This is an optimization exercise on Yosys and OpenROAD, whose aim is small area, a short achievable clock period and few clock cycles per item, not a production implementation.
Where RTL was checked, it was by simulation tests only, not by an equivalence proof against the original.
Power is estimated from default activity; no workload was simulated.

the reference run:
// comp_mult_top
module comp_mult_top
#(
    parameter logic [15:0] APB_BASE = '0   
) (
    input  logic        clk,
    input  logic        rst_n,
    input  logic [15:0] paddr,
    input  logic        pwrite,
    input  logic [15:0] pwdata,
    input  logic        psel,
    output logic        pready,
    output logic [15:0] prdata,
    output logic        pslverr,
    output logic        mem_ce,
    output logic        mem_we,
    output logic [15:0] mem_addr,
    output logic [7:0]  mem_wr_data,
    input  logic [7:0]  mem_rd_data
);
Size in the first run: about 960 cells after synthesis, roughly 200 flip-flops, ~88 I/O pins, roughly 10,000 um^2 of cells after synthesis.
Settings: LEC_CHECK=0, CAP_MARGIN=20, CORE_MARGIN=2, CORE_UTILIZATION=40, CTS_BUF_LIST=sky130_fd_sc_hd__clkbuf_16, CTS_CLUSTER_DIAMETER=150, CTS_CLUSTER_SIZE=24, SETUP_SLACK_MARGIN=4.0, SLEW_MARGIN=20, SYNTH_HIERARCHICAL=1; clock period 6.5 ns.
standard.sh (not shown) runs the stock make flow with config.mk's settings and CLKGATE_MAP_FILE= SYNTH_SCRIPT=/design/flow/synth_recipe.tcl, a recipe that flattens the netlist after the stock synthesis.
==> flow/flow/run.sh <==
#!/bin/bash
# standard layout, with plain buffers on the ports
set -euo pipefail
bash standard.sh BUFFER_PORTS_ARGS="-buffer_cell sky130_fd_sc_hd__buf_2" finish > standard.log 2>&1
The reference run: full flow OK, the timing, DRC and antenna checks passed
Modified inputs, the trial run compared to the reference run
diff --git a/flow/design.v b/flow/design.v
--- a/flow/design.v
+++ b/flow/design.v
@@ -139,42 +139,34 @@
         .wr_op1   (wr_op1),
         .wr_op2   (wr_op2),
         .wr_res   (wr_res),
         .wr_num   (wr_num),
         .wr_start (wr_start),
         .wr_clr   (wr_clr),
         .err      (acc_err),
         .rd_state (rd_state)
     );
     logic [15:0] wdat;
     logic        w_op1, w_op2, w_res, w_num, w_clr;
-    always_ff @(posedge clk) begin
-        wdat    <= pwdata;
-        w_op1   <= wr_op1;
-        w_op2   <= wr_op2;
-        w_res   <= wr_res;
-        w_clr   <= wr_clr;
-    end
-    always_ff @(posedge clk or negedge rst_n) begin
-        if (!rst_n)
-            w_num <= 1'b0;
-        else
-            w_num <= wr_num;
-    end
+    assign wdat  = pwdata;
+    assign w_op1 = wr_op1;
+    assign w_op2 = wr_op2;
+    assign w_res = wr_res;
+    assign w_num = wr_num;
+    assign w_clr = wr_clr;
     logic go;
-    assign go     = wr_start & ~busy
-                  & (w_num ? (wdat != 16'd0) : num_nz);
+    assign go     = wr_start & ~busy & num_nz;
     assign pready = 1'b1;
     assign prdata = {15'd0, rd_q};
     always_ff @(posedge clk) begin
-        rd_q <= rd_state ? busy : (done & ~w_clr);
+        rd_q <= rd_state ? busy : done;
     end
     logic [4:0]  jc;
     logic [9:0]  s;          
     logic        lastf;      
     logic        f0;         
     logic        fend;
     logic        fin;
     assign s[0] = ~jc[4] & ~jc[0];
     assign s[1] =  jc[0] & ~jc[1];
     assign s[2] =  jc[1] & ~jc[2];
     assign s[3] =  jc[2] & ~jc[3];
## What came out
- The trial run: flow completed, timing, DRC and antenna clean
- Comparing detailed-router iteration count before antenna repair for the trial run and the reference run, the bigger number came from the reference run.
- Summary — share of power burned in the clock network, the trial run relative to the reference run: higher, by 3.0 points.
- In the trial run, last weighted congestion value of the routability-driven placer is lower than in the reference run.
- Summary of the trial run over the reference run: depth of the worst hold-timing path higher; worst slack on hold paths roughly the same.
- Taking the reference run as the reference, in the trial run maximum frequency now sits lower, count of hold buffers inserted by post-cts repair now sits at about the same level, number of instances in the synthesized netlist now sits lower, combinational cell fraction of total power now sits lower.
- On later-pin clock latency in the skew report, the lower figure sits with the trial run, not the reference run.
No functional check of the RTL was part of any run of this note.

The RTL this note starts from:
==> flow/design.v <==
`timescale 1ns/1ps
package cmul_types_pkg;
    localparam int ELEM_W    = 8;    
    localparam int RES_W     = 18;   
    localparam int RES_BYTES = 3;    
    localparam int ADDR_W    = 16;   
    localparam int REG_W     = 16;   
    typedef logic signed [ELEM_W-1:0] elem_t;       
    typedef logic signed [RES_W-1:0]  res_t;        
    typedef logic [ADDR_W-1:0]        addr_t;       
    typedef logic [REG_W-1:0]         reg_t;        
    typedef logic [2:0]               byte_cnt_t;   
endpackage
`timescale 1ns/1ps
package cmul_regmap_pkg;
    typedef enum logic [2:0] {
        OFS_OP1    = 3'd0,   
        OFS_OP2    = 3'd1,   
        OFS_RES    = 3'd2,   
        OFS_NUM_OP = 3'd3,   
        OFS_START  = 3'd4,   
        OFS_STATUS = 3'd5,   
        OFS_STATE  = 3'd6    
    } reg_offset_e;
    localparam int STS_DONE_BIT = 0;
    typedef enum logic [1:0] {
        ST_IDLE   = 2'd0,
        ST_RD_OPS = 2'd1,   
        ST_WORK   = 2'd2,   
        ST_WR_RES = 2'd3    
    } ctrl_state_e;
    localparam int OP_RD_BYTES  = 4;   
    localparam int RES_WR_BYTES = 6;   
    localparam int OP_STRIDE    = 2;   
    localparam int RES_STRIDE   = 6;   
endpackage
`timescale 1ns/1ps
module comp_mult_top
#(
    parameter logic [15:0] APB_BASE = '0   
) (
    input  logic        clk,
    input  logic        rst_n,
    input  logic [15:0] paddr,
    input  logic        pwrite,
    input  logic [15:0] pwdata,
    input  logic        psel,
    output logic        pready,
    output logic [15:0] prdata,
    output logic        pslverr,
    output logic        mem_ce,
    output logic        mem_we,
    output logic [15:0] mem_addr,
    output logic [7:0]  mem_wr_data,
    input  logic [7:0]  mem_rd_data
);
    logic [15:0] ofs_full;
    logic [2:0]  ofs;
    logic        in_range;
    logic        acc_ok;
    logic        wr_en;
    logic [15:0] num;        
    logic        num_nz;     
    logic        busy;       
    logic        done;
    logic        rd_q;       
    assign ofs_full = paddr - APB_BASE;
    assign in_range = (ofs_full[15:3] == 13'd0);
    assign ofs      = ofs_full[2:0];
    always_comb begin
        case (ofs)
            3'd0, 3'd1, 3'd2, 3'd3, 3'd4: acc_ok = pwrite;
            3'd5:                         acc_ok = 1'b1;
            3'd6:                         acc_ok = ~pwrite;
            default:                      acc_ok = 1'b0;
        endcase
    end
    assign wr_en = psel & pwrite & in_range & acc_ok;
    logic [15:0] wdat;
    logic [7:0]  wd_next;
    logic        w_op1, w_op2, w_res, w_num, w_clr;
    always_ff @(posedge clk) begin
        wdat    <= {pwdata[15:8], busy ? wd_next : pwdata[7:0]};
        w_op1   <= wr_en & (ofs == 3'd0);
        w_op2   <= wr_en & (ofs == 3'd1);
        w_res   <= wr_en & (ofs == 3'd2);
        w_clr   <= wr_en & (ofs == 3'd5) & ~pwdata[0];
    end
    always_ff @(posedge clk or negedge rst_n) begin
        if (!rst_n)
            w_num <= 1'b0;
        else
            w_num <= wr_en & (ofs == 3'd3);
    end
    logic go;
    assign go     = wr_en & (ofs == 3'd4) & pwdata[0] & ~busy
                  & (w_num ? (wdat != 16'd0) : num_nz);
    assign pready = 1'b1;
    assign prdata = {15'd0, rd_q};
    always_ff @(posedge clk) begin
        rd_q <= ofs[1] ? busy : (done & ~w_clr);
    end
    logic [4:0]  jc;
    logic [9:0]  s;          
    logic        lastf;      
    logic        f0;         
    logic        fend;
    logic        fin;
    assign s[0] = ~jc[4] & ~jc[0];
    assign s[1] =  jc[0] & ~jc[1];
    assign s[2] =  jc[1] & ~jc[2];
    assign s[3] =  jc[2] & ~jc[3];
    assign s[4] =  jc[3] & ~jc[4];
    assign s[5] =  jc[4] &  jc[0];
    assign s[6] = ~jc[0] &  jc[1];
    assign s[7] = ~jc[1] &  jc[2];
    assign s[8] = ~jc[2] &  jc[3];
    assign s[9] = ~jc[3] &  jc[4];
    assign fend = lastf ? s[6] : s[9];
    assign fin  = busy & lastf & fend;
    logic       o_ce, o_we;
    logic       rd_n;
    logic [5:0] wb_n;
    logic       wr_n;
    assign rd_n = go | (busy & ~lastf & (s[0] | s[1] | s[2] | (s[9] & num_nz)));
    assign wb_n = {6{busy}} & (lastf ? s[5:0] : ({6{~f0}} & s[8:3]));
    assign wr_n = |wb_n;
    always_ff @(posedge clk or negedge rst_n) begin
        if (!rst_n) begin
            o_ce <= 1'b0;
            o_we <= 1'b0;
        end else begin
            o_ce <= rd_n | wr_n;
            o_we <= wr_n;
        end
    end
    assign mem_ce = o_ce;
    assign mem_we = o_we;
    logic [15:0] cur_ptr, nx1_ptr, nx2_ptr;
    logic [15:0] nxt;
    logic        rot;    
    assign nxt = cur_ptr + {15'd0, o_ce};   
    assign mem_addr = cur_ptr;
    always_ff @(posedge clk) begin
        rot <= busy & ~lastf & (s[0] | s[2] | (s[8] & num_nz));   
        if (w_op1)
            cur_ptr <= wdat;
        else
            cur_ptr <= rot ? nx1_ptr : nxt;
        if (w_op2)
            nx1_ptr <= wdat;
        else if (rot)
            nx1_ptr <= nx2_ptr;
        if (w_res)
            nx2_ptr <= wdat;
        else if (rot)
            nx2_ptr <= nxt;
        if (w_num)
            num <= wdat;
        else if (busy & ~lastf & s[3])
            num <= num - 16'd1;
    end
    always_ff @(posedge clk) begin
        if (go) begin
            jc    <= 5'd0;
            f0    <= 1'b1;
            lastf <= 1'b0;
        end else if (f0 & s[3]) begin
            jc    <= 5'b11111;                                      
        end else if (fend) begin
            jc    <= 5'd0;
            f0    <= 1'b0;
            lastf <= ~num_nz;
        end else begin
            jc    <= {jc[3:0], ~jc[4]};
        end
    end
    always_ff @(posedge clk or negedge rst_n) begin
        if (!rst_n) begin
            num_nz  <= 1'b0;
            busy    <= 1'b0;
            done    <= 1'b0;
            pslverr <= 1'b0;
        end else begin
            pslverr <= psel & ~(in_range & acc_ok);
            if (w_num)
                num_nz <= (wdat != 16'd0);
            else if (busy & ~lastf & s[3])
                num_nz <= (num != 16'd1);                           
            if (go)
                busy <= 1'b1;
            else if (fin)
                busy <= 1'b0;
            if (fin)
                done <= 1'b1;
            else if (w_clr)
                done <= 1'b0;
        end
    end
    logic signed [7:0]  opa;    
    logic signed [7:0]  opb;    
    logic signed [7:0]  opc;    
    logic signed [7:0]  opd;    
    logic signed [11:0] prod;   
    logic               p_hi;   
    logic signed [16:0] acc;    
    logic signed [16:0] res;    
    always_ff @(posedge clk) begin
        if (s[1]) opa <= mem_rd_data;
        if (s[2]) opb <= mem_rd_data;
        if (s[3]) opc <= mem_rd_data;
        if (s[4] | (f0 & s[5])) opd <= mem_rd_data;
    end
    logic [7:0] mcand;
    logic [1:0] bneg, bone, btwo;
    logic       acc_first;           
    logic       nx_d, nx_hi, nx_neg, nx_none;
    logic [7:0] nx_src;
    logic [3:0] nx_nib;
    logic       nx_m1;
    logic [2:0] trip0, trip1;
    assign nx_d   = s[6] | s[7] | s[0] | s[1];
    assign nx_hi  = s[5] | s[7] | s[9] | s[1];
    assign nx_neg = s[0] | s[1];
    assign nx_src = (f0 & s[3]) ? mem_rd_data : (nx_d ? opd : opc);   
    assign nx_nib = nx_hi ? nx_src[7:4] : nx_src[3:0];
    assign nx_m1  = nx_hi & nx_src[3];
    assign nx_none = (s[2] | s[3]) & ~(f0 & s[3]);
    assign trip0  = {nx_nib[1:0], nx_m1} & {3{~nx_none}};
    assign trip1  = nx_nib[3:1] & {3{~nx_none}};
    always_ff @(posedge clk) begin
        mcand     <= (s[4] | s[5] | s[0] | s[1] | (f0 & s[3])) ? opb : opa;
        bone[0]   <= trip0[1] ^ trip0[0];
        btwo[0]   <= (trip0[2] & ~trip0[1] & ~trip0[0]) | (~trip0[2] & trip0[1] & trip0[0]);
        bneg[0]   <= (trip0[2] & ~(trip0[1] & trip0[0])) ^ nx_neg;
        bone[1]   <= trip1[1] ^ trip1[0];
        btwo[1]   <= (trip1[2] & ~trip1[1] & ~trip1[0]) | (~trip1[2] & trip1[1] & trip1[0]);
        bneg[1]   <= (trip1[2] & ~(trip1[1] & trip1[0])) ^ nx_neg;
        p_hi      <= s[6] | s[8] | s[0] | s[2];
        acc_first <= s[5] | s[9];                                   
    end
    logic [8:0]  pm0, pm1, px0, px1;
    logic [11:0] row0, row1, row2;
    assign pm0  = bone[0] ? {mcand[7], mcand} : (btwo[0] ? {mcand, 1'b0} : 9'd0);
    assign pm1  = bone[1] ? {mcand[7], mcand} : (btwo[1] ? {mcand, 1'b0} : 9'd0);
    assign px0  = pm0 ^ {9{bneg[0]}};
    assign px1  = pm1 ^ {9{bneg[1]}};
    assign row0 = {{3{px0[8]}}, px0};
    assign row1 = {px1[8], px1, 1'b0, bneg[0]};
    assign row2 = {9'd0, bneg[1], 2'b00};
    logic [11:0] ca, cb, psum;
    assign ca = row0 ^ row1 ^ row2;
    assign cb = {(row0[10:0] & row1[10:0]) | (row0[10:0] & row2[10:0]) | (row1[10:0] & row2[10:0]), 1'b0};
    always_comb begin
        logic [11:0] g, p, gn, pn;
        g = ca & cb;
        p = ca ^ cb;
        for (int d = 1; d < 12; d = d * 2) begin
            gn = g;
            pn = p;
            for (int i = d; i < 12; i++) begin
                gn[i] = g[i] | (p[i] & g[i-d]);
                pn[i] = p[i] & p[i-d];
            end
            g = gn;
            p = pn;
        end
        psum = ca ^ cb ^ {g[10:0], 1'b0};
    end
    logic signed [16:0] acc_in;
    logic signed [16:0] p_ext;
    logic signed [16:0] sum;
    assign acc_in = acc_first ? 17'sd0 : acc;
    assign p_ext  = p_hi ? {prod[11], prod, 4'd0} : {{5{prod[11]}}, prod};
    always_comb begin
        logic [16:0] g, p, gn, pn;
        g = acc_in & p_ext;
        p = acc_in ^ p_ext;
        for (int d = 1; d < 17; d = d * 2) begin
            gn = g;
            pn = p;
            for (int i = d; i < 17; i++) begin
                gn[i] = g[i] | (p[i] & g[i-d]);
                pn[i] = p[i] & p[i-d];
            end
            g = gn;
            p = pn;
        end
        sum = acc_in ^ p_ext ^ {g[15:0], 1'b0};
    end
    always_ff @(posedge clk) begin
        prod <= psum;
        acc <= sum;
        if (s[0] | s[6]) res <= acc;
    end
    logic [7:0] res_top, acc_top;
    assign res_top = {6'd0, res[16], res[16]};
    assign acc_top = {6'd0, acc[16], acc[16]};
    always_comb begin
        if (lastf)
            wd_next = ({8{s[0]}} & acc[7:0])
                  | ({8{s[1]}} & res[15:8])
                  | ({8{s[2]}} & res_top)
                  | ({8{s[3]}} & sum[7:0])
                  | ({8{s[4]}} & acc[15:8])
                  | ({8{s[5]}} & acc_top);
        else
            wd_next = ({8{s[3]}} & res[7:0])
                  | ({8{s[4] | s[7]}} & res[15:8])
                  | ({8{s[5] | s[8]}} & res_top)
                  | ({8{s[6]}} & acc[7:0]);
    end
    assign mem_wr_data = wdat[7:0];
endmodule
Settings: LEC_CHECK=0, CAP_MARGIN=20, CORE_MARGIN=2, CORE_UTILIZATION=40, CTS_BUF_LIST=sky130_fd_sc_hd__clkbuf_16, CTS_CLUSTER_DIAMETER=150, CTS_CLUSTER_SIZE=24, SETUP_SLACK_MARGIN=4.0, SLEW_MARGIN=20; clock period 6.5 ns.
Scripts as last shown in full above: flow/flow/run.sh
Then changed:
--- a/flow/design.v
+++ b/flow/design.v
@@ -76,12 +76,11 @@
         endcase
     end
     assign wr_en = psel & pwrite & in_range & acc_ok;
     logic [15:0] wdat;
-    logic [7:0]  wd_next;
     logic        w_op1, w_op2, w_res, w_num, w_clr;
     always_ff @(posedge clk) begin
-        wdat    <= {pwdata[15:8], busy ? wd_next : pwdata[7:0]};
+        wdat    <= pwdata;
         w_op1   <= wr_en & (ofs == 3'd0);
         w_op2   <= wr_en & (ofs == 3'd1);
         w_res   <= wr_en & (ofs == 3'd2);
         w_clr   <= wr_en & (ofs == 3'd5) & ~pwdata[0];
@@ -292,23 +291,24 @@
         prod <= psum;
         acc <= sum;
         if (s[0] | s[6]) res <= acc;
     end
+    logic [7:0] wd_q;
     logic [7:0] res_top, acc_top;
     assign res_top = {6'd0, res[16], res[16]};
     assign acc_top = {6'd0, acc[16], acc[16]};
-    always_comb begin
+    always_ff @(posedge clk) begin
         if (lastf)
-            wd_next = ({8{s[0]}} & acc[7:0])
+            wd_q <= ({8{s[0]}} & acc[7:0])
                   | ({8{s[1]}} & res[15:8])
                   | ({8{s[2]}} & res_top)
                   | ({8{s[3]}} & sum[7:0])
                   | ({8{s[4]}} & acc[15:8])
                   | ({8{s[5]}} & acc_top);
         else
-            wd_next = ({8{s[3]}} & res[7:0])
+            wd_q <= ({8{s[3]}} & res[7:0])
                   | ({8{s[4] | s[7]}} & res[15:8])
                   | ({8{s[5] | s[8]}} & res_top)
                   | ({8{s[6]}} & acc[7:0]);
     end
-    assign mem_wr_data = wdat[7:0];
+    assign mem_wr_data = wd_q;
 endmodule
Register-to-register slack gets better by 0.19 ns.
Total power is lower by 1.8%.
Flip-flop and latch count is higher by 8.
Wire length is higher by 1.8%.
Final cell count does not change.
Count of clock-buffer cells in the layout is lower by 4.
Design area is lower by 1.1%.
Global-route usage is lower by 0.38 points.
Fmax is higher by 7.7%.
Setup slack gets better by 0.19 ns.
Testbench counts after the change, summed over its fixed seeds: cycles 22,492, items 2,070.
The RTL of the first run of this note was laid out without a check of its function.

==> afterwards: timing with drivers on the ports <==
Ports are ideal in the flow. The routed layouts listed here were re-timed in OpenROAD. Step 1 (the two cells are an assumption about what drives the block):
set clk [get_ports {clk}]
set_driving_cell -lib_cell sky130_fd_sc_hd__clkbuf_16 $clk
set_driving_cell -lib_cell sky130_fd_sc_hd__buf_2 [delete_from_list [all_inputs] $clk]
Step 2 adds t to the input delays and takes it off the output delays; t is the mean of the earliest and latest rising clock arrival at the registers after step 1. Input paths then give back, and output paths get back, about the clock's delay inside the block. Slacks: no drivers / after step 1 / after step 2; pairs: no drivers / after step 1.
run	t (ns)	slack for setup (ns)	worst data-port slew with drivers (ns)
the reference run	0.514	4.052 / 4.052 / 3.702	0.04
the trial run	0.483	3.707 / 3.727 / 3.244	0.07
the first run of note 2	0.473	3.843 / 3.843 / 3.758	0.04
the second run of note 2	0.518	4.033 / 4.013 / 3.536	0.07
After both steps setup and hold are still met in every run listed. For the second run of note 2, which loses most, drivers alone change the setup slack by -0.020 ns; drivers and shift together by -0.497 ns.
